This is an optimization exercise on Yosys and OpenROAD, whose aim is small area, not a production implementation.
At most, simulation tests tie the RTL to the original design; equivalence was not proved.
For runs 1 to 4, only the layout was checked, not whether the RTL still works.
No activity file was given, so power comes from the tool's default toggle rates. The clock port is modelled as an ideal driver; clocking choices that lean on that would not hold on a real chip.

==> flow/design.v <==
module dmr_ins_inv (
  input  logic        wsel,
  input  logic        keep,
  input  logic [31:0] w,
  input  logic [31:0] prev,
  output logic [31:0] d
);
  assign d = ~(({32{wsel}} & w) | ({32{keep}} & prev));
endmodule
module dmr_ins_true (
  input  logic        wseln,
  input  logic        keepn,
  input  logic [31:0] wn,
  input  logic [31:0] prevn,
  output logic [31:0] d
);
  assign d = ~(({32{wseln}} | wn) & ({32{keepn}} | prevn));
endmodule
module dmr_aoi3 (
  input  logic [2:0]       sel,
  input  logic [2:0][31:0] din,
  output logic [31:0]      doutn
);
  assign doutn = ~(({32{sel[0]}} & din[0]) | ({32{sel[1]}} & din[1]) | ({32{sel[2]}} & din[2]));
endmodule
module dmr_aoi2 (
  input  logic [1:0]       sel,
  input  logic [1:0][31:0] din,
  output logic [31:0]      doutn
);
  assign doutn = ~(({32{sel[0]}} & din[0]) | ({32{sel[1]}} & din[1]));
endmodule
module dmr_nand6 (
  input  logic [5:0][31:0] dinn,
  output logic [31:0]      dout
);
  assign dout = ~(dinn[0] & dinn[1] & dinn[2] & dinn[3] & dinn[4] & dinn[5]);
endmodule
module data_mem_responder #(
  parameter int DEPTH       = 64,
  parameter int WAIT_CYCLES = 2
) (
  input  logic        clk,
  input  logic        reset,
  input  logic        mem_read,
  input  logic        mem_write,
  input  logic [31:0] addr,
  input  logic [31:0] wdata,
  output logic [31:0] rdata,
  output logic        ready,
  output logic        busy,
  output logic        err
);
  localparam int NPT = DEPTH / 4;   
  logic [DEPTH-1:0][31:0] ring;
  logic [5:0]  phase;
  logic        swept;
  logic [1:0]  cnt;
  logic [5:0]  capIdx;
  logic [31:0] capWdata;
  logic        capRead;
  logic        capWrite;
  logic        capFault;
  logic        fault;
  logic [5:0]  useIdx;
  logic [31:0] useWdata;
  logic [31:0] useWdataN;
  logic        useRead;
  logic        useWrite;
  logic [5:0]  pos;
  logic        sweep;
  logic [NPT-1:0] ptSel;
  logic [NPT-1:0] wsel;      
  logic [NPT-1:0] keep;      
  logic [16:0]   rsel;      
  logic [16:0][31:0] rsrc;
  logic [5:0][31:0]  rpart;
  logic [31:0] rnext;
  logic [DEPTH-1:0][31:0] ringNext;
  logic [NPT-1:0][31:0]   insD;
  assign fault     = (addr[1:0] != 2'b00) || (addr[31:8] != 24'd0) || (mem_read && mem_write);
  assign busy      = (cnt != 2'd0);
  assign err       = ready && capFault;
  assign useIdx    = busy ? capIdx   : addr[7:2];
  assign useWdata  = busy ? capWdata : wdata;
  assign useWdataN = ~useWdata;
  assign useRead   = busy ? capRead  : (mem_read && !fault);
  assign useWrite  = busy ? capWrite : (mem_write && !fault);
  assign pos       = useIdx + phase;
  assign sweep     = !swept;
  always_comb begin
    for (int k = 0; k < NPT; k++) begin
      ptSel[k] = (pos[1:0] == 2'b11) && (pos[5:2] == 4'(k));
      wsel[k]  = useWrite && ptSel[k];
      rsel[k]  = useRead && ptSel[k] && !sweep;
      keep[k]  = !wsel[(k+NPT-1)%NPT] && !sweep;
      rsrc[k]  = k[0] ? insD[(k+1)%NPT] : ring[4*k+3];
    end
    rsel[NPT]   = !(useRead && (pos[1:0] == 2'b11));
    rsrc[NPT]   = rdata;
  end
  for (genvar g = 0; g < 5; g++) begin : g_rd
    dmr_aoi3 u_aoi (.sel(rsel[3*g+2:3*g]), .din(rsrc[3*g+2:3*g]), .doutn(rpart[g]));
  end
  dmr_aoi2 u_aoi2 (.sel(rsel[16:15]), .din(rsrc[16:15]), .doutn(rpart[5]));
  dmr_nand6 u_rd (.dinn(rpart), .dout(rnext));
  for (genvar m = 0; m < NPT; m++) begin : g_pt
    if (m % 2 == 1) begin : g_inv
      dmr_ins_inv u_ins (
        .wsel(wsel[(m+NPT-1)%NPT]), .keep(keep[m]), .w(useWdata),
        .prev(ring[(4*m+DEPTH-1)%DEPTH]), .d(insD[m])
      );
    end else begin : g_true
      dmr_ins_true u_ins (
        .wseln(!wsel[(m+NPT-1)%NPT]), .keepn(!keep[m]), .wn(useWdataN),
        .prevn(ring[(4*m+DEPTH-1)%DEPTH]), .d(insD[m])
      );
    end
  end
  always_comb begin
    for (int i = 0; i < DEPTH; i++)
      ringNext[i] = (i % 4 == 0) ? insD[i/4] : ring[(i+DEPTH-1)%DEPTH];
  end
  always_ff @(posedge clk or negedge reset) begin
    if (!reset) begin
      phase <= 6'd0;
      swept <= 1'b0;
      cnt   <= 2'd0;
      ready <= 1'b0;
    end else begin
      phase <= phase + 6'd1;
      if (phase[1:0] == 2'b11) swept <= 1'b1;
      ready <= (cnt == 2'd3);
      if (busy) cnt <= cnt + 2'd1;
      else if (mem_read || mem_write) cnt <= 2'd1;
    end
  end
  always_ff @(posedge clk) begin
    if (!busy) begin
      capIdx   <= addr[7:2];
      capWdata <= wdata;
      capRead  <= mem_read && !fault;
      capWrite <= mem_write && !fault;
      capFault <= fault;
    end
  end
  always_ff @(posedge clk) begin
    rdata <= rnext;
    ring  <= ringNext;
  end
endmodule
==> flow/run.sh <==
#!/bin/bash
# synth_recipe.tcl (not shown) runs the flow's synth.tcl, then flattens the netlist and writes it again
# the make line also repeats each setting of config.mk as NAME=value (left out here)
make -C /OpenROAD-flow-scripts/flow DESIGN_CONFIG=/design/flow/config.mk WORK_HOME=/design/flow/orfs CLKGATE_MAP_FILE= SYNTH_SCRIPT=/design/flow/synth_recipe.tcl finish
==> flow/config.mk <==
export PLATFORM = sky130hd
export DESIGN_NAME = data_mem_responder
export DESIGN_NICKNAME = data_mem_responder
export VERILOG_FILES = /design/flow/design.v
export SDC_FILE = /design/flow/constraint.sdc
export NUM_CORES = 4
export LEC_CHECK = 0
export CAP_MARGIN = 20
export CORE_MARGIN = 2
export CORE_UTILIZATION = 60
export CTS_BUF_LIST = sky130_fd_sc_hd__clkbuf_8
export CTS_CLUSTER_DIAMETER = 40
export CTS_CLUSTER_SIZE = 20
export SLEW_MARGIN = 20
export SYNTH_HIERARCHICAL = 1
==> flow/constraint.sdc <==
create_clock -name core_clock -period 7.0 [get_ports {clk}]
set_input_delay 1.4000 -clock core_clock [delete_from_list [all_inputs] [get_ports {clk}]]
set_output_delay 1.4000 -clock core_clock [all_outputs]
set_load 0.01 [all_outputs]
==> metrics.csv, run 1 <==
stage,metric,value,unit
routing,Via Count,27600,
critical_path,"CP delay by family, top",simple AND/OR/NAND/NOR gates,
critical_path,crit end category,flop,
critical_path,required time worst endpoint,7690,ps
routing,final WL,132000,µm
global_routing,first-pass GRT wire length,187000,µm
routing,met3 wire length,10600,µm
clock_network,H-tree depth,4,
clock_network,CTS Hold Bufs,0,
synthesis,Compound-Gate Fraction of Synth Area,0.109,
sta,final setup TNS,0,ps
critical_path,worst endpoint data arrival time,6150,ps
power,Cell Int Power,16400,µW
layout,area of the multi-input gates,7350,µm²
power,Design Power,22200,µW
layout,FILL cells,6051,
clock_network,Worst-Skew Late Latency,860,ps
routing,DR WL met2,59700,µm
die,IO Count,103,
sta,Setup-failing EPs final,0,
run_status,run status,no timing/DRC/antenna violations,
routing,via/cell ratio,5.82,
sta,worst slew pin tran,1080,ps
place,placed insts,4432,
synthesis,sequential share of the synthesized area,0.833,
critical_path,CP max-delay cell,or3_2,
routing,wire per inst,27.9,µm
synthesis,number of flops mapped to enable cells by yosys,1,
synthesis,"flops & latches, synth",2131,
die,Die Height,296,µm
critical_path,Worst R2R Setup Slack,1540,ps
die,Rows,107,
power,part of the power in registers,0.584,
synthesis,Post-synth top flop,dfxtp_1,
critical_path,crit-path max cell delay,820,ps
layout,NumNets Final,3536,
global_routing,number of global-route vias before repair,27500,
synthesis,Synth Area in XOR/XNOR,0.00205,
sta,fmax,0.183,GHz
routing,Pre-antenna DRT Iters,9,
power,Sw Ratio,0.263,
place,PortBufs,102,
synthesis,Mapped Area,51300,µm²
die,Starting Density,0.604,
critical_path,Critical Path Fanout Max,25,
place,RePlAce Congestion,0.823,
job,Max-Cap Viols,0,
layout,"commonest non-fill, non-tap cell in the layout",dfxtp_1,
synthesis,post-synthesis mux area share,0.00756,
layout,fin cells,4748,
global_routing,all-layer global routing usage,0.300,
power,Clock Power Share,0.334,
critical_path,Startpoint Class,flop,
synthesis,Post-Synth Adder-Cell Area,0.00259,
global_routing,pin count of the biggest net entering global routing,33,
global_routing,global route total overflow,0,
synthesis,share of synthesized registers carrying an async set or reset,0.00469,
critical_path,CP cell instances,inv_1 -> ha_4 -> mux2_2 -> ha_1 -> a21oi_1 -> nand2_1 -> a31oi_1 -> xor2_2 -> or3_2 -> buf_4 -> o22ai_1 -> a222oi_1 -> and4_1 -> nand3_1,
clock_network,CTS buffer count,168,
synthesis,syn nets,3333,
power,Pwr per Cell Area,386,nW/µm²
place,placed cell area,53500,µm²
die,die width,296,µm
global_routing,initial antenna violation count,2,
clock_network,Worst-path clk slew,100,ps
die,Die ar.,87800,µm²
synthesis,YS warnings,7,
power,Leakage Power,0.0220,µW
clock_network,post-CTS setup buffer count,0,
clock_network,post-CTS resize count,0,
hold_path,HP Class,reg2reg,
layout,register area,42700,µm²
layout,Syn-to-layout area delta,12.1,%
layout,post-route cell area,57500,µm²
synthesis,largest family of logic cells by synthesized area,compound AO/OA/AOI/OAI gates,
place,DP HPWL,75200,µm
layout,most frequent cells in the layout,"dfxtp_1, a22oi_1, o22ai_1",
clock_network,CTS sink cnt,2131,
sta,Slew headroom,0.256,
synthesis,"Distinct cells, synth",46,
layout,Final Core Density,0.677,
clock_network,CTS tree,built,
die,Core Box Area,84900,µm²
routing,DR iter-0 viols,3533,
routing,remaining antenna violation count,0,
synthesis,syn_area_per_cell,15.8,µm²
critical_path,critical path class,reg2reg,
sta,Final period util,0.781,
routing,highest metal used,met4,
power,logic gate share of total power,0.082,
layout,share of layout cells above drive strength 1,0.130,
power,Peak VDD IR,0.000345,V
critical_path,Worst Path Buf+Inv,2,
sta,"Hold Violations, Final",0,
routing,Met1 Wirelength,57700,µm
synthesis,Simple-Gate Fraction of Synth Area,0.0163,
sta,RSZ-0062 raised after global routing,false,
synthesis,Mapped Cells,3255,
sta,Slew Limit Fails,0,
clock_network,clk root buf,clkbuf_8,
routing,number of remaining DRC errors,0,
clock_network,clock buffer depth,3,
power,sw power,5830,µW
sta,post-route minimum period,5460,ps
sta,clk_skew,52.4,ps
-- stage by stage --
step | worst slack [ps] | hold WS (ps)
final | 1540 | 292
after global routing | 1350 | 299
after floorplan | 2670 | 310
after CTS | 1620 | 298
after detailed placement | 1070 | 312
after global placement | 1140 | 310
-- state kept, by name (all words and copies together), names as in the netlist, 2 cells and up --
name	cells
ring	2048
capWdata	32
cnt	2
capIdx	6
phase	6
rdata	32
-- worst paths after layout --
path,cells past startpoint,from,end
max,14,cnt[0],rdata[13]
min,0,ring[932],ring[964]
max reg2reg,14,cnt[0],rdata[13]
min reg2reg,0,ring[932],ring[964]
max in group asynchronous,1,reset,swept
min in group asynchronous,1,reset,phase[1]
-- synthesized netlist by cell type, types with 3 or more instances --
cell type | count | share of area
or3_1 | 9 | 0.0011
a222oi_1 | 160 | 0.031
nor4_1 | 3 | 0.00037
dfxtp_1 | 2120 | 0.83
nand2_1 | 12 | 0.00088
inv_1 | 39 | 0.0029
o22ai_1 | 256 | 0.031
mux2_2 | 6 | 0.0013
dfrtp_1 | 10 | 0.0049
and4_1 | 32 | 0.0055
buf_4 | 9 | 0.0013
xnor2_1 | 6 | 0.0010
o31a_1 | 6 | 0.0010
a22oi_1 | 288 | 0.042
mux2i_1 | 32 | 0.0062
buf_6 | 82 | 0.018
a21oi_1 | 3 | 0.00029
clkbuf_1 | 12 | 0.00088
o31ai_1 | 4 | 0.00059
nand3_1 | 37 | 0.0036
ha_1 | 9 | 0.0022
buf_2 | 59 | 0.0058
nor4_2 | 3 | 0.00073
xor2_1 | 6 | 0.0010
nor3_1 | 24 | 0.0023
o31ai_2 | 4 | 0.00098
-- modules after synthesis, one instance, submodules excluded --
| module | flops+latches | cell area, µm² | copies in the design |
|---|---|---|---|
| data_mem_responder | 2131 | 44200 | 1 |
| dmr_nand6 | 0 | 440 | 1 |
| dmr_aoi3 | 0 | 403 | 5 |
| dmr_aoi2 | 0 | 289 | 1 |
| dmr_ins_inv | 0 | 289 | 8 |
| dmr_ins_true | 0 | 251 | 8 |
-- worst reg2reg max path: stages, from the launching register on --
cell and delay, ps:
dfrtp_1 420, inv_1 110, ha_4 580, mux2_2 450, ha_1 340, a21oi_1 180, nand2_1 130, a31oi_1 460
xor2_2 750, or3_2 830, buf_4 270, o22ai_1 110, a222oi_1 410, and4_1 250, nand3_1 80
-- power groups by stage --
stage               sequential (µW)  clock, µW  combinational (µW)
global route                  13000       8020                1920
finish                        12900       7420                1820
detailed placement            13200          0                1780
floorplan                     13100          0                 949
global placement              13200          0                1770
CTS                           12900       7530                1790
-- routing by layer --
| layer | vias to the layer above | track usage |
|---|---|---|
| met1 | 13800 | 0.418 |
| met2 | 1382 | 0.461 |
| li1 | 12200 | - |
| met4 | 0 | 0.119 |
| met3 | 267 | 0.0617 |
| met5 | - | 0 |
-- layout make-up --
type                    count  area share
well taps                1144      0.0249
repair buffers            196      0.0324
multi-input cells         922       0.128
flip-flops and latches   2131       0.743
diodes                      3    0.000131
inverters                  39     0.00255
clock buffers             189      0.0452
clock inverters           124      0.0237
-- cell families (layout without fill, tap and decap cells) --
group           count (synthesis)  after routing
other cells                     0              3
fa+ha+maj                      10             10
simple gates                  133            133
compound gates                729            729
buf+inv                       202            548
mux                            38             38
xor+xnor                       12             12
flops                        2131           2131
==> run 2: changes to the inputs <==
--- a/flow/config.mk
+++ b/flow/config.mk
@@ -9,7 +9,7 @@
 export CORE_MARGIN = 2
 export CORE_UTILIZATION = 60
-export CTS_BUF_LIST = sky130_fd_sc_hd__clkbuf_8
+export CTS_BUF_LIST = sky130_fd_sc_hd__clkbuf_16
 export CTS_CLUSTER_DIAMETER = 40
-export CTS_CLUSTER_SIZE = 20
+export CTS_CLUSTER_SIZE = 26
 export SLEW_MARGIN = 20
 export SYNTH_HIERARCHICAL = 1
==> metrics.csv, run 2 <==
stage,metric,value,unit
synthesis,Simple-Gate Fraction of Synth Area,0.0163,
clock_network,Worst-path clk slew,80,ps
critical_path,Setup crit end,rdata[13],
global_routing,global route total overflow,0,
sta,RSZ-0062 raised after global routing,false,
sta,worst slew pin tran,1110,ps
synthesis,Compound-Gate Fraction of Synth Area,0.109,
clock_network,H-tree depth,4,
place,RePlAce Congestion,0.823,
synthesis,cell with the most instances after synthesis,dfxtp_1,
routing,number of remaining DRC errors,0,
clock_network,CTS sink cnt,2131,
synthesis,syn nets,3333,
global_routing,pin count of the biggest net entering global routing,33,
sta,fmax,0.183,GHz
layout,Largest Register,ring,
clock_network,clock buffer depth,3,
critical_path,critical path class,reg2reg,
die,Die ar.,87800,µm²
critical_path,crit end category,flop,
place,PortBufs,102,
layout,max reg flops,2048,
synthesis,YS warnings,7,
critical_path,Crit. Startpoint,cnt[0],
synthesis,largest family of logic cells by synthesized area,compound AO/OA/AOI/OAI gates,
critical_path,required time worst endpoint,7610,ps
job,Max-Cap Viols,0,
critical_path,worst r2r path cells,14,
synthesis,ranking of synthesized cells by area,"dfxtp_1, a22oi_1, a222oi_1",
layout,largest registers,"ring x2048, capWdata x32, rdata x32",
sta,Fin Hold WS,308,ps
synthesis,syn_area_per_cell,15.8,µm²
synthesis,Post-synth top flop,dfxtp_1,
synthesis,Mapped Cells,3255,
die,Rows,107,
synthesis,Post-Synth Adder-Cell Area,0.00259,
layout,NumNets Final,3535,
synthesis,number of flops mapped to enable cells by yosys,1,
layout,Syn-to-layout area delta,15.8,%
clock_network,Worst-Skew Late Latency,770,ps
global_routing,all-layer global routing usage,0.303,
synthesis,share of synthesized registers carrying an async set or reset,0.00469,
die,Die Height,296,µm
sta,final setup TNS,0,ps
clock_network,CTS tree,built,
routing,Pre-antenna DRT Iters,9,
synthesis,most common library cells after synthesis,"dfxtp_1, a22oi_1, o22ai_1",
sta,Slew Limit Fails,0,
hold_path,HP Class,reg2reg,
layout,"commonest non-fill, non-tap cell in the layout",dfxtp_1,
routing,via/cell ratio,5.84,
layout,most frequent cells in the layout,"dfxtp_1, a22oi_1, o22ai_1",
die,die width,296,µm
die,Core Box Area,84900,µm²
clock_network,CTS Hold Bufs,0,
global_routing,initial antenna violation count,1,
critical_path,reg2reg start,cnt[0],
sta,post-route minimum period,5470,ps
synthesis,"Distinct cells, synth",46,
routing,wire per inst,28.1,µm
critical_path,RR Endpoint,rdata[13],
sta,Final period util,0.781,
routing,DR iter-0 viols,3386,
layout,share of layout cells above drive strength 1,0.126,
critical_path,Startpoint Class,flop,
routing,remaining antenna violation count,0,
place,DP Worst Slack,1070,ps
sta,Setup WS post-layout,1530,ps
run_status,run status,no timing/DRC/antenna violations,
clock_network,post-CTS resize count,0,
critical_path,Worst R2R Setup Slack,1530,ps
sta,"Hold Violations, Final",0,
clock_network,post-CTS setup buffer count,0,
synthesis,Synth Area in XOR/XNOR,0.00205,
synthesis,sequential share of the synthesized area,0.833,
synthesis,share of the synthesized area in the top cell type,0.828,
power,Leakage Power,0.0229,µW
critical_path,Critical Path Fanout Max,25,
power,Peak VDD IR,0.000339,V
sta,Setup-failing EPs final,0,
die,IO Count,103,
place,DP HPWL,75200,µm
sta,Slew headroom,0.239,
synthesis,post-synthesis mux area share,0.00756,
synthesis,"flops & latches, synth",2131,
global_routing,number of global-route vias before repair,27800,
synthesis,largest area contributor in the netlist,dfxtp_1,
sta,clk_skew,32.1,ps
routing,final WL,133000,µm
global_routing,first-pass GRT wire length,189000,µm
power,Pwr per Cell Area,414,nW/µm²
die,Starting Density,0.604,
clock_network,CTS buffer count,167,
routing,Via Count,27700,
hold_path,Hold Crit Depth,0,
synthesis,Mapped Area,51300,µm²
clock_network,clk root buf,clkbuf_16,
critical_path,worst endpoint data arrival time,6070,ps
[run 2: cell count changes in the layout (fill, tap and decap cells not counted)]
cell        previous run  this run
clkbuf_16              0       174
clkbuf_8             189         0
clkinv_1               0        10
clkinv_4              18        14
clkinv_8               9        18
clkinvlp_4            15        11
diode_2                3         2
inv_12                 2         3
inv_6                 29        28
inv_8                 11        13
[run 2: how the worst min path moves through the flow]
stage / start / to / slack (ps)
2_1_floorplan: ring[968] / ring[1000] / 310
3_3_place_gp: ring[1713] / ring[1745] / 310
3_5_place_dp: ring[76] / ring[108] / 310
4_1_cts: ring[1430] / ring[1462] / 310
5_1_grt: ring[34] / ring[66] / 310
6_report: ring[1203] / ring[1235] / 310
[run 2: final cells by class]
cell class / count / area, µm²
Sequential cell: 2131 / 42700
Antenna cell: 2 / 5.00
Multi-Input combinational cell: 922 / 7350
Inverter: 39 / 146
Clock buffer: 174 / 4350
Timing Repair Buffer: 196 / 1860
Clock inverter: 137 / 1510
Tap cell: 1144 / 1430
Fill cell: 5767 / 25500
[run 2: per-stage QoR]
step / utilization / cell area (µm²) / total power (µW) / instances
3_5_place_dp: 0.630 / 53500 / 15000 / 4432
2_1_floorplan: - / 51300 / 14100 / 3255
6_report: 0.700 / 59400 / 24600 / 4745
4_1_cts: 0.700 / 59400 / 24700 / 4743
5_1_grt: 0.700 / 59400 / 25400 / 4743
3_3_place_gp: 0.630 / 53500 / 15000 / 4432
[run 2: per-module statistics from Yosys, one instance, submodules excluded]
| module | cells inside | cell area [µm²] | flip-flops and latches | copies in the design |
|---|---|---|---|---|
| dmr_nand6 | 64 | 440 | 0 | 1 |
| dmr_aoi2 | 38 | 289 | 0 | 1 |
| dmr_aoi3 | 41 | 403 | 0 | 5 |
| dmr_ins_true | 38 | 251 | 0 | 8 |
| dmr_ins_inv | 38 | 289 | 0 | 8 |
| data_mem_responder | 2340 | 44200 | 2131 | 1 |
[run 2: cell families after synthesis]
group,after synthesis
buf+inv,202
fa+ha+maj,10
simple gates,133
compound gates,729
xor+xnor,12
mux,38
flops,2131
[run 2: per-layer routing]
layer	part of all wire	GRT usage	vias to the layer above
li1	-	-	12200
met1	0.43	0.420	13900
met2	0.45	0.467	1348
met3	0.085	0.0693	268
met4	0.030	0.111	0
met5	0	0	-
[run 2: report_power, final]
part           total [µW]  internal, µW  switching (µW)
logic                1830           385            1440
clock network        9830          5240            4590
registers           12900         12700             200
total               24600         18400            6230
[run 2: critical path: stages (launching register included)]
cell      delay, ps
dfrtp_1         410
inv_1           110
ha_4            590
mux2_2          440
ha_1            330
a21oi_1         170
nand2_1         120
a31oi_1         430
xor2_2          750
or3_2           840
buf_4           240
o22ai_1         100
a222oi_1        410
and4_1          250
nand3_1          90
==> run 3: changes to the inputs <==
==> flow/flow/run.sh (new file) <==
#!/bin/bash
set -e
export CTS_ARGS="-sink_clustering_enable -repair_clock_nets -dont_use_dummy_load -buf_list sky130_fd_sc_hd__clkbuf_8 -sink_clustering_size 20 -sink_clustering_max_diameter 60"
export BUFFER_PORTS_ARGS="-buffer_cell sky130_fd_sc_hd__buf_1"
bash standard.sh > standard.log 2>&1
==> flow/standard.sh (new file) <==
#!/bin/bash
# synth_recipe.tcl (not shown) runs the flow's synth.tcl, then flattens the netlist and writes it again
# the make line also repeats each setting of config.mk as NAME=value (left out here)
make -C /OpenROAD-flow-scripts/flow DESIGN_CONFIG=/design/flow/config.mk WORK_HOME=/design/flow/orfs CLKGATE_MAP_FILE= SYNTH_SCRIPT=/design/flow/synth_recipe.tcl "${@:-finish}"
--- a/flow/config.mk
+++ b/flow/config.mk
@@ -9,7 +9,4 @@
 export CORE_MARGIN = 2
 export CORE_UTILIZATION = 60
-export CTS_BUF_LIST = sky130_fd_sc_hd__clkbuf_16
-export CTS_CLUSTER_DIAMETER = 40
-export CTS_CLUSTER_SIZE = 26
 export SLEW_MARGIN = 20
 export SYNTH_HIERARCHICAL = 1
removed: flow/run.sh
==> metrics.csv, run 3 <==
stage,metric,value,unit
clock_network,CTS buffer count,121,
hold_path,hold wc startpoint,ring[804],
die,IO Count,103,
clock_network,Worst-Skew Late Latency,780,ps
critical_path,worst endpoint data arrival time,6060,ps
synthesis,ranking of synthesized cells by area,"dfxtp_1, a22oi_1, a222oi_1",
die,Starting Density,0.604,
synthesis,share of the synthesized area in the top cell type,0.828,
critical_path,Most common cell on crit path,buf_4,
critical_path,crit-path max cell delay,920,ps
synthesis,sequential share of the synthesized area,0.833,
layout,max reg flops,2048,
critical_path,RR Endpoint,rdata[17],
power,Pwr per Cell Area,360,nW/µm²
critical_path,"CP delay by family, top",simple AND/OR/NAND/NOR gates,
synthesis,Post-synth top flop,dfxtp_1,
clock_network,post-CTS resize count,0,
synthesis,share of synthesized registers carrying an async set or reset,0.00469,
layout,Syn-to-layout area delta,6.13,%
layout,"commonest non-fill, non-tap cell in the layout",dfxtp_1,
layout,Final Core Density,0.641,
clock_network,clk root buf,clkbuf_8,
critical_path,Worst Path Buf+Inv,3,
sta,fmax,0.187,GHz
clock_network,Worst-path clk slew,110,ps
clock_network,CTS Hold Bufs,0,
critical_path,Worst R2R Setup Slack,1650,ps
critical_path,critical path class,reg2reg,
power,Peak VDD IR,0.000269,V
power,Clock Power Share,0.250,
synthesis,number of flops mapped to enable cells by yosys,1,
layout,fin cells,4540,
place,RePlAce Congestion,0.811,
power,sw power,4970,µW
global_routing,global route total overflow,0,
sta,Fin Hold WS,286,ps
die,Core Box Area,84900,µm²
layout,register area,42700,µm²
sta,worst slew pin tran,1200,ps
synthesis,largest area contributor in the netlist,dfxtp_1,
routing,number of remaining DRC errors,0,
sta,post-route minimum period,5350,ps
sta,Slew Limit Fails,0,
hold_path,HP Class,reg2reg,
global_routing,pin count of the biggest net entering global routing,33,
global_routing,all-layer global routing usage,0.296,
routing,Pre-antenna DRT Iters,8,
critical_path,CP cell instances,inv_1 -> ha_4 -> mux2_2 -> ha_1 -> a21oi_1 -> nand2_1 -> a31oi_1 -> xor2_2 -> buf_4 -> nor3_2 -> buf_4 -> a222oi_1 -> and4_1 -> nand3_1,
power,part of the power in registers,0.661,
synthesis,most common library cells after synthesis,"dfxtp_1, a22oi_1, o22ai_1",
sta,"Hold Violations, Final",0,
die,Die Height,296,µm
place,DP Worst Slack,1370,ps
sta,clk_skew,54.8,ps
sta,RSZ-0062 raised after global routing,false,
synthesis,Mapped Cells,3255,
global_routing,number of global-route vias before repair,26800,
clock_network,post-CTS setup buffer count,0,
run_status,run status,no timing/DRC/antenna violations,
synthesis,syn_area_per_cell,15.8,µm²
synthesis,"flops & latches, synth",2131,
sta,Setup-failing EPs final,0,
layout,FILL cells,6340,
hold_path,Hold Crit Depth,0,
place,placed insts,4416,
power,logic gate share of total power,0.089,
layout,NumNets Final,3474,
clock_network,H-tree depth,3,
hold_path,Worst Hold End,ring[836],
place,PortBufs,102,
routing,final WL,131000,µm
synthesis,"Distinct cells, synth",46,
clock_network,CTS tree,built,
sta,Final period util,0.764,
critical_path,Critical Path Fanout Max,24,
place,DP HPWL,76100,µm
layout,largest registers,"ring x2048, capWdata x32, rdata x32",
layout,share of layout cells above drive strength 1,0.0801,
global_routing,initial antenna violation count,3,
power,Leakage Power,0.0205,µW
clock_network,CTS sink cnt,2131,
routing,DR iter-0 viols,3272,
power,Sw Ratio,0.254,
synthesis,Mapped Area,51300,µm²
routing,Via Count,27000,
power,Cell Int Power,14600,µW
sta,Setup WS post-layout,1650,ps
global_routing,first-pass GRT wire length,186000,µm
die,Die ar.,87800,µm²
routing,wire per inst,29.0,µm
synthesis,syn nets,3333,
synthesis,cell with the most instances after synthesis,dfxtp_1,
critical_path,worst r2r path cells,14,
critical_path,crit end category,flop,
synthesis,YS warnings,7,
critical_path,Startpoint Class,flop,
job,Max-Cap Viols,0,
sta,final setup TNS,0,ps
routing,remaining antenna violation count,0,
die,Rows,107,
layout,Largest Register,ring,
critical_path,reg2reg start,cnt[0],
layout,area of the multi-input gates,7350,µm²
critical_path,required time worst endpoint,7710,ps
critical_path,CP max-delay cell,nor3_2,
routing,via/cell ratio,5.96,
clock_network,clock buffer depth,3,
layout,most frequent cells in the layout,"dfxtp_1, a22oi_1, o22ai_1",
die,die width,296,µm
sta,Slew headroom,0.180,
run 3: stage by stage:
step	power [µW]	area [µm²]
2_1_floorplan	14100	51300
3_3_place_gp	14900	52700
3_5_place_dp	14900	52700
4_1_cts	19600	54400
5_1_grt	20200	54400
6_report	19600	54400
run 3: worst max path at each step:
| stage | to | depth (start not counted) | from |
|---|---|---|---|
| 2_1_floorplan | rdata[10] | 13 | addr[4] |
| 3_3_place_gp | rdata[22] | 14 | addr[4] |
| 3_5_place_dp | rdata[7] | 14 | addr[4] |
| 4_1_cts | rdata[7] | 15 | cnt[0] |
| 5_1_grt | rdata[9] | 15 | cnt[0] |
| 6_report | rdata[17] | 14 | cnt[0] |
run 3: Yosys stat by module (local to each module, per instance):
module / cells / flip-flops and latches / area [µm²] / copies in the design
dmr_ins_inv: 38 / 0 / 289 / 8
dmr_ins_true: 38 / 0 / 251 / 8
data_mem_responder: 2340 / 2131 / 44200 / 1
dmr_aoi2: 38 / 0 / 289 / 1
dmr_nand6: 64 / 0 / 440 / 1
dmr_aoi3: 41 / 0 / 403 / 5
run 3: kinds of logic (layout without fill, tap and decap cells):
group           after synthesis  in the layout  share of synthesized area
flops                      2131           2131                      0.833
compound gates              729            729                      0.109
buf+inv                     202            341                     0.0289
simple gates                133            133                     0.0163
mux                          38             38                    0.00756
xor+xnor                     12             12                    0.00205
fa+ha+maj                    10             10                    0.00259
other cells                   0              2                          0
run 3: power groups by stage:
| stage | registers, µW | clock network [µW] | logic, µW |
|---|---|---|---|
| finish | 12900 | 4900 | 1740 |
| global route | 13000 | 5380 | 1840 |
| CTS | 12900 | 4970 | 1700 |
| detailed placement | 13200 | 0 | 1690 |
| global placement | 13200 | 0 | 1670 |
| floorplan | 13100 | 0 | 949 |
run 3: layout make-up:
| class | instances | area share |
|---|---|---|
| inverter | 39 | 0.00269 |
| multi-input combinational | 922 | 0.135 |
| sequential | 2131 | 0.785 |
| clock buffer | 121 | 0.0306 |
| tap | 1144 | 0.0263 |
| antenna | 2 | 0.0000920 |
| timing repair buffer | 181 | 0.0203 |
run 3: routing by layer:
| layer | vias up | global-route usage | wire (µm) |
|---|---|---|---|
| li1 | 11900 | - | - |
| met1 | 13600 | 0.424 | 57700 |
| met2 | 1319 | 0.460 | 58900 |
| met3 | 280 | 0.0439 | 9960 |
| met4 | 0 | 0.111 | 4850 |
| met5 | - | 0 | 0 |
==> run 4: changes to the inputs <==
==> flow/run.sh (new file) <==
#!/bin/bash
# synth_recipe.tcl (not shown) runs the flow's synth.tcl, then flattens the netlist and writes it again
# the make line also repeats each setting of config.mk as NAME=value (left out here)
make -C /OpenROAD-flow-scripts/flow DESIGN_CONFIG=/design/flow/config.mk WORK_HOME=/design/flow/orfs CLKGATE_MAP_FILE= SYNTH_SCRIPT=/design/flow/synth_recipe.tcl finish
--- a/flow/config.mk
+++ b/flow/config.mk
@@ -6,7 +6,11 @@
 export NUM_CORES = 4
 export LEC_CHECK = 0
-export CAP_MARGIN = 20
+export CAP_MARGIN = 0
 export CORE_MARGIN = 2
 export CORE_UTILIZATION = 60
-export SLEW_MARGIN = 20
+export CTS_BUF_LIST = sky130_fd_sc_hd__clkbuf_8
+export CTS_CLUSTER_DIAMETER = 60
+export CTS_CLUSTER_SIZE = 20
+export GPL_TIMING_DRIVEN = 0
+export SLEW_MARGIN = 0
 export SYNTH_HIERARCHICAL = 1
removed: flow/flow/run.sh
removed: flow/standard.sh
==> metrics.csv, run 4 <==
stage,metric,value,unit
global_routing,all-layer global routing usage,0.285,
synthesis,syn nets,3333,
critical_path,Critical Path Fanout Max,11,
layout,NumNets Final,3567,
clock_network,post-CTS resize count,0,
synthesis,ranking of synthesized cells by area,"dfxtp_1, a22oi_1, a222oi_1",
layout,fin cells,4664,
die,IO Count,103,
routing,final WL,126000,µm
sta,Final period util,0.891,
power,Leakage Power,0.0213,µW
hold_path,Hold Crit Depth,0,
die,Core Box Area,84900,µm²
clock_network,Worst-Skew Late Latency,800,ps
critical_path,worst r2r path cells,16,
clock_network,Worst-path clk slew,120,ps
global_routing,initial antenna violation count,4,
routing,DR iter-0 viols,2950,
clock_network,CTS sink cnt,2131,
critical_path,Startpoint Class,flop,
synthesis,most common library cells after synthesis,"dfxtp_1, a22oi_1, o22ai_1",
routing,number of remaining DRC errors,0,
clock_network,CTS buffer count,120,
power,Pwr per Cell Area,360,nW/µm²
sta,Fin Hold WS,316,ps
layout,"commonest non-fill, non-tap cell in the layout",dfxtp_1,
critical_path,crit end category,flop,
place,RePlAce Congestion,0.862,
sta,post-route minimum period,6240,ps
synthesis,Mapped Cells,3255,
die,Die Height,296,µm
synthesis,share of the synthesized area in the top cell type,0.828,
place,DP HPWL,82500,µm
clock_network,CTS Hold Bufs,0,
synthesis,Mapped Area,51300,µm²
sta,Setup-failing EPs final,0,
synthesis,"flops & latches, synth",2131,
critical_path,CP cell instances,inv_1 -> ha_1 -> buf_1 -> mux2_2 -> ha_1 -> a21oi_1 -> nand2_1 -> a31oi_1 -> xor2_1 -> buf_2 -> o31ai_1 -> buf_2 -> o22ai_1 -> a222oi_1 -> and4_1 -> nand3_1,
layout,most frequent cells in the layout,"dfxtp_1, a22oi_1, o22ai_1",
routing,Via Count,27300,
layout,Syn-to-layout area delta,9.14,%
synthesis,YS warnings,7,
layout,largest registers,"ring x2048, capWdata x32, rdata x32",
routing,via/cell ratio,5.85,
critical_path,critical path class,reg2reg,
sta,RSZ-0062 raised after global routing,false,
die,Die ar.,87800,µm²
global_routing,number of global-route vias before repair,27000,
global_routing,first-pass GRT wire length,181000,µm
place,PortBufs,102,
place,DP Worst Slack,816,ps
global_routing,global route total overflow,0,
critical_path,crit-path max cell delay,880,ps
critical_path,Worst Path Buf+Inv,4,
global_routing,pin count of the biggest net entering global routing,22,
synthesis,share of synthesized registers carrying an async set or reset,0.00469,
clock_network,clk root buf,clkbuf_8,
die,Starting Density,0.604,
place,placed insts,4511,
routing,wire per inst,27.0,µm
sta,worst slew pin tran,1480,ps
layout,Final Core Density,0.659,
synthesis,sequential share of the synthesized area,0.833,
job,Max-Cap Viols,1,
sta,Slew headroom,-0.0160,
critical_path,required time worst endpoint,7670,ps
sta,clk_skew,33.5,ps
synthesis,number of flops mapped to enable cells by yosys,1,
layout,FILL cells,6132,
sta,"Hold Violations, Final",0,
sta,final setup TNS,0,ps
run_status,run status,finished with violations,
die,Rows,107,
layout,max reg flops,2048,
routing,remaining antenna violation count,0,
sta,Slew Limit Fails,1,
layout,Largest Register,ring,
critical_path,worst endpoint data arrival time,6910,ps
synthesis,cell with the most instances after synthesis,dfxtp_1,
power,Peak VDD IR,0.000234,V
clock_network,H-tree depth,3,
run_status,SO Faults,"max-capacitance violations, max-slew violations",
critical_path,"CP delay by family, top",compound AO/OA/AOI/OAI gates,
critical_path,Crit. path cell count,16,
clock_network,post-CTS setup buffer count,0,
synthesis,Post-synth top flop,dfxtp_1,
die,die width,296,µm
layout,register area,42700,µm²
synthesis,largest area contributor in the netlist,dfxtp_1,
hold_path,HP Class,reg2reg,
synthesis,"Distinct cells, synth",46,
sta,Setup WS post-layout,763,ps
critical_path,CP max-delay cell,buf_1,
routing,Pre-antenna DRT Iters,8,
sta,fmax,0.160,GHz
clock_network,clock buffer depth,3,
layout,area of the multi-input gates,7140,µm²
synthesis,syn_area_per_cell,15.8,µm²
layout,share of layout cells above drive strength 1,0.0972,
clock_network,CTS tree,built,
run 4: cell types whose count changed in the layout (fill, tap and decap cells not counted), sizes merged, moves of 4 or more:
cell | previous run | this run
clkinvlp | 0 | 5
inv | 39 | 44
buf | 181 | 161
clkdlybuf4s50 | 0 | 102
clkbuf | 121 | 142
clkinv | 0 | 4
bufinv | 0 | 6
run 4: where the power goes:
part	leakage, µW	switching [µW]	total (µW)	internal, µW
sequential	0.0173	195	12900	12800
clock	0.00107	3430	5340	1910
combinational	0.00300	1510	1840	331
total	0.0213	5140	20100	15000
run 4: cell type report:
| class | count | area share |
|---|---|---|
| well taps | 1144 | 0.0256 |
| clock buffers | 130 | 0.0320 |
| diodes | 3 | 0.000134 |
| clock inverters | 20 | 0.00503 |
| repair buffers | 112 | 0.0200 |
| multi-input cells | 922 | 0.128 |
| plain buffers | 163 | 0.0239 |
| inverters | 39 | 0.00262 |
| flip-flops and latches | 2131 | 0.763 |
run 4: cells by family (layout without fill, tap and decap cells):
family                   Yosys count  count (layout)  share of synthesized area
AO/OA/AOI/OAI                    729             729                      0.109
XOR/XNOR                          12              12                    0.00205
adder cells (fa/ha/maj)           10              10                    0.00259
buffers and inverters            202             464                     0.0289
flip-flops                      2131            2131                      0.833
multiplexers                      38              38                    0.00756
other                              0               3                          0
AND/OR/NAND/NOR                  133             133                     0.0163
run 4: metrics by stage:
step | total power [µW] | cell area, µm²
3_3_place_gp | 14900 | 53700
6_report | 20100 | 56000
5_1_grt | 20800 | 56000
3_5_place_dp | 15000 | 53900
2_1_floorplan | 14100 | 51300
4_1_cts | 20200 | 56000
run 4: path summary, 6_finish.rpt:
kind,slack (ps),startpoint,end
max,760,cnt[0],rdata[24]
min,320,ring[943],ring[975]
max reg2reg,760,cnt[0],rdata[24]
min reg2reg,320,ring[943],ring[975]
max in group asynchronous,5730,reset,phase[3]
min in group asynchronous,920,reset,phase[5]
run 4: routing by layer:
metal  global-route usage  vias to the layer above  wire (µm)
met5                    0                        -          0
met4               0.0956                        0       3850
li1                     -                    12100          -
met2                0.425                     1341      55000
met1                0.421                    13600      56200
met3               0.0533                      210      11000
run 4: Yosys stat by module (local to each module, per instance):
module              cell area [µm²]  copies in the design  cells inside  flops+latches
dmr_nand6                       440                     1            64              0
dmr_ins_inv                     289                     8            38              0
dmr_ins_true                    251                     8            38              0
data_mem_responder            44200                     1          2340           2131
dmr_aoi3                        403                     5            41              0
dmr_aoi2                        289                     1            38              0
==> run 5: changes to the inputs <==
--- a/flow/design.v
+++ b/flow/design.v
@@ -23,11 +23,4 @@
 );
   assign doutn = ~(({32{sel[0]}} & din[0]) | ({32{sel[1]}} & din[1]) | ({32{sel[2]}} & din[2]));
-endmodule
-module dmr_aoi2 (
-  input  logic [1:0]       sel,
-  input  logic [1:0][31:0] din,
-  output logic [31:0]      doutn
-);
-  assign doutn = ~(({32{sel[0]}} & din[0]) | ({32{sel[1]}} & din[1]));
 endmodule
 module dmr_nand6 (
@@ -58,5 +51,4 @@
   logic [1:0]  cnt;
   logic [5:0]  capIdx;
-  logic [31:0] capWdata;
   logic        capRead;
   logic        capWrite;
@@ -73,6 +65,6 @@
   logic [NPT-1:0] wsel;      
   logic [NPT-1:0] keep;      
-  logic [16:0]   rsel;      
-  logic [16:0][31:0] rsrc;
+  logic [17:0]   rsel;
+  logic [17:0][31:0] rsrc;
   logic [5:0][31:0]  rpart;
   logic [31:0] rnext;
@@ -83,5 +75,5 @@
   assign err       = ready && capFault;
   assign useIdx    = busy ? capIdx   : addr[7:2];
-  assign useWdata  = busy ? capWdata : wdata;
+  assign useWdata  = busy ? rdata : wdata;
   assign useWdataN = ~useWdata;
   assign useRead   = busy ? capRead  : (mem_read && !fault);
@@ -97,11 +89,12 @@
       rsrc[k]  = k[0] ? insD[(k+1)%NPT] : ring[4*k+3];
     end
-    rsel[NPT]   = !(useRead && (pos[1:0] == 2'b11));
+    rsel[NPT]   = busy && !(useRead && (pos[1:0] == 2'b11));
     rsrc[NPT]   = rdata;
+    rsel[NPT+1] = !busy && !(useRead && (pos[1:0] == 2'b11));
+    rsrc[NPT+1] = wdata;
   end
-  for (genvar g = 0; g < 5; g++) begin : g_rd
+  for (genvar g = 0; g < 6; g++) begin : g_rd
     dmr_aoi3 u_aoi (.sel(rsel[3*g+2:3*g]), .din(rsrc[3*g+2:3*g]), .doutn(rpart[g]));
   end
-  dmr_aoi2 u_aoi2 (.sel(rsel[16:15]), .din(rsrc[16:15]), .doutn(rpart[5]));
   dmr_nand6 u_rd (.dinn(rpart), .dout(rnext));
   for (genvar m = 0; m < NPT; m++) begin : g_pt
@@ -139,5 +132,4 @@
     if (!busy) begin
       capIdx   <= addr[7:2];
-      capWdata <= wdata;
       capRead  <= mem_read && !fault;
       capWrite <= mem_write && !fault;
==> flow/config.mk (replaced) <==
export PLATFORM = sky130hd
export DESIGN_NAME = data_mem_responder
export DESIGN_NICKNAME = data_mem_responder
export VERILOG_FILES = /design/flow/design.v
export SDC_FILE = /design/flow/constraint.sdc
export NUM_CORES = 4
export LEC_CHECK = 0
export CAP_MARGIN = 20
export CORE_MARGIN = 2
export CORE_UTILIZATION = 70
export CTS_BUF_LIST = sky130_fd_sc_hd__clkbuf_8
export CTS_CLUSTER_DIAMETER = 60
export CTS_CLUSTER_SIZE = 18
export SLEW_MARGIN = 20
export SYNTH_HIERARCHICAL = 1
==> metrics.csv, run 5 <==
stage,metric,value,unit
critical_path,worst endpoint data arrival time,6420,ps
run_status,run status,no timing/DRC/antenna violations,
layout,"commonest non-fill, non-tap cell in the layout",dfxtp_1,
die,Die Height,273,µm
clock_network,CTS tree,built,
synthesis,"flops & latches, synth",2099,
place,DP HPWL,73400,µm
synthesis,number of flops mapped to enable cells by yosys,1,
layout,max reg flops,2048,
layout,NumNets Final,3483,
power,sw power,5130,µW
synthesis,Post-synth top flop,dfxtp_1,
power,Peak VDD IR,0.000321,V
clock_network,CTS buffer count,135,
power,Pwr per Cell Area,367,nW/µm²
routing,number of remaining DRC errors,0,
synthesis,Mapped Cells,3237,
layout,Largest Register,ring,
layout,post-route cell area,54800,µm²
sta,fmax,0.175,GHz
hold_path,hold wc startpoint,ring[568],
routing,Pre-antenna DRT Iters,10,
sta,Setup-failing EPs final,0,
sta,clk_skew,34.4,ps
global_routing,global route total overflow,0,
global_routing,initial antenna violation count,1,
die,IO Count,103,
synthesis,syn_area_per_cell,15.7,µm²
hold_path,Hold Crit Depth,0,
hold_path,HP Class,reg2reg,
power,part of the power in registers,0.632,
synthesis,share of the synthesized area in the top cell type,0.824,
sta,Final period util,0.818,
routing,Via Count,28100,
sta,RSZ-0062 raised after global routing,false,
die,Rows,98,
sta,Slew headroom,0.176,
power,Leakage Power,0.0207,µW
critical_path,Critical Path Fanout Max,20,
layout,FILL cells,4346,
clock_network,Worst-path clk slew,110,ps
die,die width,273,µm
clock_network,clock buffer depth,3,
synthesis,"Distinct cells, synth",52,
power,Sw Ratio,0.255,
job,Max-Cap Viols,0,
sta,Slew Limit Fails,0,
clock_network,H-tree depth,4,
routing,DR iter-0 viols,4478,
layout,share of layout cells above drive strength 1,0.0887,
global_routing,busiest layer in global routing,met2,
sta,worst slew pin tran,1240,ps
place,placed cell area,52700,µm²
critical_path,critical path class,reg2reg,
clock_network,post-CTS resize count,0,
routing,final WL,130000,µm
global_routing,GR Layer Usage met2,0.501,
power,logic gate share of total power,0.107,
clock_network,CTS sink cnt,2099,
power,Cell Int Power,15000,µW
layout,most frequent cells in the layout,"dfxtp_1, o22ai_1, a22oi_1",
critical_path,Worst R2R Setup Slack,1270,ps
synthesis,most common library cells after synthesis,"dfxtp_1, a22oi_1, o22ai_1",
synthesis,syn nets,3315,
hold_path,Worst Hold End,ring[600],
routing,wire per inst,29.7,µm
place,PortBufs,102,
critical_path,reg2reg start,cnt[0],
critical_path,Startpoint Class,flop,
critical_path,worst r2r path cells,15,
sta,"Hold Violations, Final",0,
global_routing,first-pass GRT wire length,185000,µm
layout,largest registers,"ring x2048, rdata x32",
clock_network,clk root buf,clkbuf_8,
synthesis,ranking of synthesized cells by area,"dfxtp_1, a222oi_1, a22oi_1",
place,RePlAce Congestion,0.869,
global_routing,pin count of the biggest net entering global routing,33,
clock_network,Worst-Skew Late Latency,810,ps
synthesis,YS warnings,7,
routing,via/cell ratio,6.43,
global_routing,met1 Use GR,0.491,
critical_path,RR Endpoint,rdata[29],
synthesis,share of synthesized registers carrying an async set or reset,0.00476,
synthesis,sequential share of the synthesized area,0.829,
power,Clock Power Share,0.261,
layout,Final Core Density,0.765,
critical_path,crit end category,flop,
clock_network,CTS Hold Bufs,0,
synthesis,largest area contributor in the netlist,dfxtp_1,
sta,Fin Hold WS,312,ps
routing,remaining antenna violation count,0,
global_routing,grt met3 use,0.0846,
synthesis,cell with the most instances after synthesis,dfxtp_1,
die,Die ar.,74700,µm²
critical_path,required time worst endpoint,7690,ps
global_routing,number of global-route vias before repair,28100,
die,Core Box Area,71600,µm²
sta,Setup WS post-layout,1270,ps
global_routing,all-layer global routing usage,0.345,
clock_network,post-CTS setup buffer count,0,
sta,post-route minimum period,5730,ps
sta,final setup TNS,0,ps
layout,Syn-to-layout area delta,7.90,%
die,Starting Density,0.709,
synthesis,Mapped Area,50800,µm²
place,DP Worst Slack,816,ps
## run 5: cells by family (layout without fill, tap and decap cells)
group | count (synthesis) | count (layout) | share of synthesized area
flops | 2099 | 2099 | 0.829
compound gates | 741 | 741 | 0.113
buf+inv | 204 | 384 | 0.0299
simple gates | 136 | 136 | 0.0167
mux | 38 | 38 | 0.00762
fa+ha+maj | 10 | 10 | 0.00261
xor+xnor | 9 | 9 | 0.00155
other cells | 0 | 2 | 0
## run 5: per-stage QoR
| stage | total power (µW) | instances |
|---|---|---|
| after floorplan | 14000 | 3237 |
| after global placement | 15000 | 4218 |
| after detailed placement | 15000 | 4218 |
| after CTS | 20100 | 4367 |
| after global routing | 20800 | 4368 |
| final | 20100 | 4369 |
## run 5: worst max-delay path by stage
| stage | slack, ps | to | from |
|---|---|---|---|
| after global placement | 970 | rdata[24] | addr[2] |
| after global routing | 1150 | rdata[21] | cnt[0] |
| after floorplan | 2220 | rdata[23] | addr[2] |
| final | 1270 | rdata[29] | cnt[0] |
| after detailed placement | 820 | rdata[29] | addr[2] |
| after CTS | 1420 | rdata[29] | cnt[0] |
## run 5: layer usage
metal	part of all wire	up-vias
li1	-	11900
met1	0.42	13900
met2	0.43	1892
met3	0.11	381
met4	0.045	0
met5	0	-
## run 5: layout make-up
class,instances,area (µm²),area share
inverters,42,158,0.00288
flip-flops and latches,2099,42100,0.768
multi-input cells,934,7430,0.136
repair buffers,193,1880,0.0343
clock buffers,139,1910,0.0349
diodes,2,5.00,0.0000914
well taps,950,1190,0.0217
clock inverters,10,115,0.00210
## run 5: worst max-delay path, stage by stage, from the launching register on
cell	delay [ps]
dfrtp_1	430
inv_1	110
ha_4	150
buf_4	530
mux2_2	450
inv_1	80
fa_1	410
nor2b_1	330
nor2b_1	290
or4b_2	770
o21ai_4	770
buf_4	340
o22ai_1	110
a222oi_1	460
and4_1	270
nand3_1	80
## run 5: power groups by stage
stage / sequential (µW) / combinational [µW] / clock (µW)
2_1_floorplan: 12900 / 1120 / 0
3_3_place_gp: 13000 / 2030 / 0
3_5_place_dp: 13000 / 2070 / 0
4_1_cts: 12700 / 2080 / 5320
5_1_grt: 12800 / 2260 / 5740
6_report: 12700 / 2150 / 5250
## run 5: Yosys stat by module (local to each module, per instance)
module | cells | flops+latches | cell area (µm²)
dmr_ins_true | 38 | 0 | 251
dmr_nand6 | 64 | 0 | 440
dmr_aoi3 | 41 | 0 | 403
data_mem_responder | 2319 | 2099 | 43600
dmr_ins_inv | 38 | 0 | 289
==> run 6: changes to the inputs <==
==> flow/flow/run.sh (new file) <==
#!/bin/bash
set -e
export CTS_ARGS="-sink_clustering_enable -repair_clock_nets -dont_use_dummy_load -buf_list sky130_fd_sc_hd__clkbuf_8 -sink_clustering_size 20 -sink_clustering_max_diameter 50"
export BUFFER_PORTS_ARGS="-buffer_cell sky130_fd_sc_hd__buf_1"
bash standard.sh > standard.log 2>&1
==> flow/standard.sh (new file) <==
#!/bin/bash
# synth_recipe.tcl (not shown) runs the flow's synth.tcl, then flattens the netlist and writes it again
# the make line also repeats each setting of config.mk as NAME=value (left out here)
make -C /OpenROAD-flow-scripts/flow DESIGN_CONFIG=/design/flow/config.mk WORK_HOME=/design/flow/orfs CLKGATE_MAP_FILE= SYNTH_SCRIPT=/design/flow/synth_recipe.tcl "${@:-finish}"
--- a/flow/config.mk
+++ b/flow/config.mk
@@ -8,8 +8,5 @@
 export CAP_MARGIN = 20
 export CORE_MARGIN = 2
-export CORE_UTILIZATION = 70
-export CTS_BUF_LIST = sky130_fd_sc_hd__clkbuf_8
-export CTS_CLUSTER_DIAMETER = 60
-export CTS_CLUSTER_SIZE = 18
+export CORE_UTILIZATION = 75
 export SLEW_MARGIN = 20
 export SYNTH_HIERARCHICAL = 1
removed: flow/run.sh
==> metrics.csv, run 6 <==
stage,metric,value,unit
die,Rows,95,
layout,share of layout cells above drive strength 1,0.0829,
sta,RSZ-0062 raised after global routing,false,
synthesis,YS warnings,7,
clock_network,Worst-path clk slew,110,ps
critical_path,Startpoint Class,flop,
place,RePlAce Congestion,0.854,
clock_network,post-CTS setup buffer count,0,
synthesis,number of flops mapped to enable cells by yosys,1,
synthesis,"flops & latches, synth",2099,
synthesis,syn_area_per_cell,15.7,µm²
run_status,run status,no timing/DRC/antenna violations,
critical_path,Crit. Startpoint,cnt[0],
critical_path,CP max-delay cell,o21ai_4,
die,Die Height,264,µm
die,die width,264,µm
hold_path,HP Class,reg2reg,
synthesis,syn nets,3315,
power,Peak VDD IR,0.000359,V
layout,NumNets Final,3470,
die,IO Count,103,
layout,Largest Register,ring,
sta,"Hold Violations, Final",0,
layout,Syn-to-layout area delta,5.72,%
routing,Via Count,28200,
clock_network,CTS buffer count,133,
sta,final setup TNS,0,ps
synthesis,share of the synthesized area in the top cell type,0.824,
critical_path,reg2reg start,cnt[0],
clock_network,clock buffer depth,3,
die,Starting Density,0.757,
sta,post-route minimum period,5240,ps
sta,Slew Limit Fails,0,
synthesis,largest area contributor in the netlist,dfxtp_1,
critical_path,crit end category,flop,
power,Leakage Power,0.0202,µW
global_routing,first-pass GRT wire length,185000,µm
hold_path,hold wc startpoint,ring[965],
routing,DR iter-0 viols,4453,
critical_path,crit-path max cell delay,820,ps
sta,Final period util,0.749,
synthesis,sequential share of the synthesized area,0.829,
sta,Setup WS post-layout,1760,ps
routing,remaining antenna violation count,0,
job,Max-Cap Viols,0,
clock_network,H-tree depth,4,
synthesis,ranking of synthesized cells by area,"dfxtp_1, a222oi_1, a22oi_1",
routing,number of remaining DRC errors,0,
clock_network,clk root buf,clkbuf_8,
synthesis,Mapped Cells,3237,
layout,most frequent cells in the layout,"dfxtp_1, o22ai_1, a22oi_1",
sta,fmax,0.191,GHz
clock_network,Worst-Skew Late Latency,830,ps
routing,final WL,130000,µm
place,PortBufs,102,
place,DP HPWL,73000,µm
synthesis,share of synthesized registers carrying an async set or reset,0.00476,
layout,largest registers,"ring x2048, rdata x32",
place,DP Worst Slack,1120,ps
sta,Slew headroom,0.128,
die,Die ar.,69800,µm²
global_routing,pin count of the biggest net entering global routing,33,
clock_network,CTS tree,built,
synthesis,cell with the most instances after synthesis,dfxtp_1,
global_routing,initial antenna violation count,4,
routing,Pre-antenna DRT Iters,10,
critical_path,CP cell instances,inv_1 -> ha_4 -> mux2_2 -> ha_1 -> inv_1 -> fa_1 -> nor2b_1 -> nor2b_1 -> or4b_2 -> o21ai_4 -> buf_4 -> o22ai_1 -> a222oi_1 -> and4_1 -> nand3_1,
synthesis,Mapped Area,50800,µm²
sta,clk_skew,72.4,ps
layout,FILL cells,3754,
synthesis,Post-synth top flop,dfxtp_1,
power,Pwr per Cell Area,369,nW/µm²
global_routing,all-layer global routing usage,0.369,
critical_path,critical path class,reg2reg,
global_routing,global route total overflow,0,
critical_path,worst endpoint data arrival time,5940,ps
synthesis,"Distinct cells, synth",52,
critical_path,required time worst endpoint,7690,ps
clock_network,post-CTS resize count,0,
routing,via/cell ratio,6.61,
synthesis,most common library cells after synthesis,"dfxtp_1, a22oi_1, o22ai_1",
die,Core Box Area,67000,µm²
layout,"commonest non-fill, non-tap cell in the layout",dfxtp_1,
global_routing,number of global-route vias before repair,28200,
layout,max reg flops,2048,
clock_network,CTS sink cnt,2099,
critical_path,Critical Path Fanout Max,18,
sta,Setup-failing EPs final,0,
clock_network,CTS Hold Bufs,0,
routing,wire per inst,30.5,µm
sta,worst slew pin tran,1310,ps
[run 6: cell types whose count changed in the layout (fill, tap and decap cells not counted), moves of 2 or more]
cell | before | now
buf_1 | 0 | 102
clkdlybuf4s50_1 | 102 | 0
buf_12 | 14 | 6
clkbuf_8 | 139 | 133
inv_1 | 46 | 42
buf_4 | 77 | 74
bufinv_16 | 2 | 0
clkinvlp_4 | 2 | 0
[run 6: cell type report]
| type | count | area (µm²) | area share |
|---|---|---|---|
| repair buffers | 182 | 1060 | 0.0197 |
| flip-flops and latches | 2099 | 42100 | 0.784 |
| diodes | 1 | 2.50 | 0.0000466 |
| clock buffers | 133 | 1830 | 0.0341 |
| inverters | 42 | 158 | 0.00294 |
| multi-input cells | 934 | 7440 | 0.139 |
| well taps | 873 | 1090 | 0.0204 |
[run 6: final timing paths]
kind / endpoint / slack [ps] / depth (start not counted)
max reg2reg: rdata[28] / 1760 / 15
max: rdata[28] / 1760 / 15
min: ring[997] / 280 / 0
min in group asynchronous: phase[1] / 540 / 1
min reg2reg: ring[997] / 280 / 0
max in group asynchronous: phase[5] / 6040 / 1
[run 6: worst max-delay path: cells and delay by family, from the launching register on]
| kind | cells | cell delay [ps] |
|---|---|---|
| simple gates | 5 | 1750 |
| compound gates | 3 | 1280 |
| fa+ha+maj | 3 | 790 |
| buf+inv | 3 | 540 |
| flops | 1 | 410 |
| mux | 1 | 370 |
[run 6: power breakdown]
part	total, µW	switching, µW	internal, µW
Sequential	12700	252	12500
Clock	5030	3310	1720
Combinational	2050	1550	497
Total	19800	5120	14700
[run 6: cell families after synthesis]
kind of cell | after synthesis | share of synthesized area
DFF | 2099 | 0.829
and+or+nand+nor | 136 | 0.0167
adders and majority gates | 10 | 0.00261
AOI/OAI and AO/OA | 741 | 0.113
buffers and inverters | 204 | 0.0299
muxes | 38 | 0.00762
xor gates and xnor gates | 9 | 0.00155
[run 6: metal layers]
metal,vias up,share of wire,GRT usage
li1,11900,-,-
met1,13800,0.40,0.523
met2,2062,0.42,0.526
met3,466,0.13,0.106
met4,10,0.051,0.182
met5,-,0.00051,0
[run 6: through the flow]
step	utilization	total power [µW]	cells	cell area, µm²	hold slack [ps]
floorplan	-	14000	3237	50800	310
CTS	0.800	19700	4263	53700	271
finish	0.800	19800	4264	53700	281
detailed placement	0.773	14900	4130	51800	312
global route	0.800	20300	4264	53700	276
global placement	0.773	14900	4130	51800	310
[run 6: Yosys stat by module, one instance, submodules excluded]
module | cells inside | area, µm² | copies in the design
dmr_ins_inv | 38 | 289 | 8
dmr_ins_true | 38 | 251 | 8
dmr_nand6 | 64 | 440 | 1
data_mem_responder | 2319 | 43600 | 1
dmr_aoi3 | 41 | 403 | 6
==> run 7: changes to the inputs <==
==> flow/flow/run.sh (replaced) <==
#!/bin/bash
set -e
export CTS_ARGS="-sink_clustering_enable -repair_clock_nets -dont_use_dummy_load -buf_list sky130_fd_sc_hd__clkbuf_16 -sink_clustering_size 36 -sink_clustering_max_diameter 80"
export BUFFER_PORTS_ARGS="-buffer_cell sky130_fd_sc_hd__buf_1"
bash standard.sh > standard.log 2>&1
--- a/flow/config.mk
+++ b/flow/config.mk
@@ -8,5 +8,5 @@
 export CAP_MARGIN = 20
 export CORE_MARGIN = 2
-export CORE_UTILIZATION = 75
+export CORE_UTILIZATION = 70
 export SLEW_MARGIN = 20
 export SYNTH_HIERARCHICAL = 1
==> metrics.csv, run 7 <==
stage,metric,value,unit
run_status,run status,no timing/DRC/antenna violations,
sta,final setup TNS,0,ps
die,Die ar.,74700,µm²
routing,via/cell ratio,6.49,
sta,Fin Hold WS,284,ps
clock_network,CTS buffer count,68,
sta,Setup-failing EPs final,0,
clock_network,H-tree depth,3,
die,Core Box Area,71600,µm²
sta,"Hold Violations, Final",0,
layout,"commonest non-fill, non-tap cell in the layout",dfxtp_1,
layout,Largest Register,ring,
layout,share of layout cells above drive strength 1,0.0624,
routing,number of remaining DRC errors,0,
power,Peak VDD IR,0.000338,V
layout,Final Core Density,0.748,
layout,Syn-to-layout area delta,5.53,%
synthesis,cell with the most instances after synthesis,dfxtp_1,
critical_path,Startpoint Class,flop,
synthesis,"flops & latches, synth",2099,
critical_path,critical path class,reg2reg,
die,Die Height,273,µm
global_routing,all-layer global routing usage,0.349,
routing,Met1 Wirelength,54200,µm
clock_network,post-CTS setup buffer count,0,
clock_network,clock buffer depth,3,
routing,met3 wire length,17300,µm
routing,DR iter-0 viols,4684,
die,Starting Density,0.709,
synthesis,Mapped Area,50800,µm²
sta,fmax,0.186,GHz
clock_network,CTS tree,built,
job,Max-Cap Viols,0,
clock_network,Worst-Skew Late Latency,650,ps
clock_network,Worst-path clk slew,120,ps
place,PortBufs,102,
hold_path,HP Class,reg2reg,
layout,most frequent cells in the layout,"dfxtp_1, o22ai_1, a22oi_1",
sta,Slew Limit Fails,0,
layout,max reg flops,2048,
critical_path,crit end category,flop,
routing,wire per inst,31.0,µm
critical_path,worst endpoint data arrival time,5900,ps
routing,DR WL met2,55000,µm
global_routing,initial antenna violation count,1,
global_routing,pin count of the biggest net entering global routing,37,
sta,Final period util,0.768,
critical_path,Critical Path Fanout Max,14,
synthesis,share of the synthesized area in the top cell type,0.824,
sta,post-route minimum period,5380,ps
die,die width,273,µm
synthesis,share of synthesized registers carrying an async set or reset,0.00476,
place,RePlAce Congestion,0.843,
power,Pwr per Cell Area,368,nW/µm²
sta,worst slew pin tran,1200,ps
critical_path,required time worst endpoint,7530,ps
routing,final WL,132000,µm
layout,FILL cells,4548,
synthesis,syn nets,3315,
global_routing,number of global-route vias before repair,27100,
synthesis,YS warnings,7,
routing,highest metal used,met4,
synthesis,largest area contributor in the netlist,dfxtp_1,
synthesis,ranking of synthesized cells by area,"dfxtp_1, a222oi_1, a22oi_1",
synthesis,Post-synth top flop,dfxtp_1,
power,Leakage Power,0.0201,µW
layout,NumNets Final,3397,
die,IO Count,103,
clock_network,CTS Hold Bufs,0,
place,DP HPWL,71700,µm
routing,Pre-antenna DRT Iters,7,
global_routing,global route total overflow,0,
routing,remaining antenna violation count,0,
die,Rows,98,
layout,area of the multi-input gates,7440,µm²
clock_network,clk root buf,clkbuf_16,
synthesis,most common library cells after synthesis,"dfxtp_1, a22oi_1, o22ai_1",
synthesis,"Distinct cells, synth",52,
layout,register area,42100,µm²
synthesis,Mapped Cells,3237,
synthesis,syn_area_per_cell,15.7,µm²
sta,clk_skew,41.3,ps
clock_network,post-CTS resize count,0,
synthesis,number of flops mapped to enable cells by yosys,1,
synthesis,sequential share of the synthesized area,0.829,
power,Design Power,19700,µW
routing,Via Count,27700,
sta,RSZ-0062 raised after global routing,false,
layout,largest registers,"ring x2048, rdata x32",
global_routing,first-pass GRT wire length,185000,µm
sta,Slew headroom,0.197,
clock_network,CTS sink cnt,2099,
-- run 7: layout make-up --
class / instances / area share
Sequential cell: 2099 / 0.786
Inverter: 42 / 0.00294
Antenna cell: 2 / 0.0000934
Timing Repair Buffer: 174 / 0.0186
Tap cell: 950 / 0.0222
Multi-Input combinational cell: 934 / 0.139
Clock buffer: 68 / 0.0318
-- run 7: logic make-up (layout without fill, tap and decap cells) --
| kind of cell | after synthesis | count (layout) | synth area share |
|---|---|---|---|
| multiplexers | 38 | 38 | 0.00762 |
| flip-flops | 2099 | 2099 | 0.829 |
| other | 0 | 2 | 0 |
| AO/OA/AOI/OAI | 741 | 741 | 0.113 |
| buffers and inverters | 204 | 284 | 0.0299 |
| AND/OR/NAND/NOR | 136 | 136 | 0.0167 |
| XOR/XNOR | 9 | 9 | 0.00155 |
| adder cells (fa/ha/maj) | 10 | 10 | 0.00261 |
-- run 7: power by group --
group          switching, µW  internal (µW)  leakage [µW]
logic                   1510            491       0.00225
registers                252          12500        0.0170
clock network           3220           1780      0.000838
total                   4980          14700        0.0201
-- run 7: through the flow --
step	instance area (µm²)	std cells	setup slack (ps)
after floorplan	50800	3237	2220
after global placement	51900	4199	1350
after detailed placement	51900	4199	1260
after CTS	53600	4267	1700
after global routing	53600	4267	1310
final	53600	4269	1620
-- run 7: modules after synthesis, one instance, submodules excluded --
module | cells | area (µm²) | copies in the design | flip-flops and latches
dmr_ins_inv | 38 | 289 | 8 | 0
dmr_nand6 | 64 | 440 | 1 | 0
data_mem_responder | 2319 | 43600 | 1 | 2099
dmr_aoi3 | 41 | 403 | 6 | 0
dmr_ins_true | 38 | 251 | 8 | 0
-- run 7: critical path: stages (launching register included) --
cell      delay [ps]
dfrtp_1          430
inv_1            110
ha_4             360
mux2_2           400
ha_1             190
inv_1             70
fa_1             400
nor2b_1          350
nor2b_1          290
or4b_2           780
o21ai_4          570
buf_4            400
o22ai_1          170
a222oi_1         350
and4_1           280
nand3_1           90
-- run 7: path summary, 6_finish.rpt --
kind	start	end	slack (ps)	cells past startpoint
worst max-delay path	cnt[0]	rdata[30]	1620	15
worst min-delay path	ring[521]	ring[553]	280	0
worst max register to register	cnt[0]	rdata[30]	1620	15
worst min register to register	ring[521]	ring[553]	280	0
max in group asynchronous	reset	cnt[1]	5880	1
min in group asynchronous	reset	phase[2]	720	1
-- run 7: per-layer routing --
metal / global-route usage / up-vias
li1: - / 11800
met1: 0.508 / 13700
met2: 0.489 / 1932
met3: 0.101 / 338
met4: 0.147 / 0
met5: 0 / -

## re-timing with driven ports
In the flow no input, the clock included, has a driving cell. The finished layouts below were timed again as built, in two steps. Step 1: set_driving_cell puts a clkbuf_16 on clk and a buf_2 on each other input, an assumption about the parent block. Step 2 also shifts input and output timing later by t, the mid clock arrival at the registers, as if the neighbouring blocks saw the same clock. Three values: ideal, step 1, step 2; two values: the first two.
run | shift t [ns] | setup WS [ns] | worst setup path after step 2 | pins driven straight from the clock port
run 1 | 0.899 | 1.536 / 1.536 / 0.937 | input to register | 1
run 2 | 0.821 | 1.532 / 1.532 / 0.947 | input to register | 1
run 3 | 0.820 | 1.649 / 1.649 / 1.288 | input to register | 1
run 4 | 0.837 | 0.763 / 0.763 / 0.728 | input to register | 1
run 5 | 0.859 | 1.272 / 1.272 / 0.663 | input to register | 1
run 6 | 0.862 | 1.756 / 1.756 / 1.044 | input to register | 1
run 7 | 0.709 | 1.624 / 1.624 / 1.163 | input to register | 1
The setup slack of run 6, which loses most, moves by 0.000 ns with the drivers and by -0.712 ns with both steps.
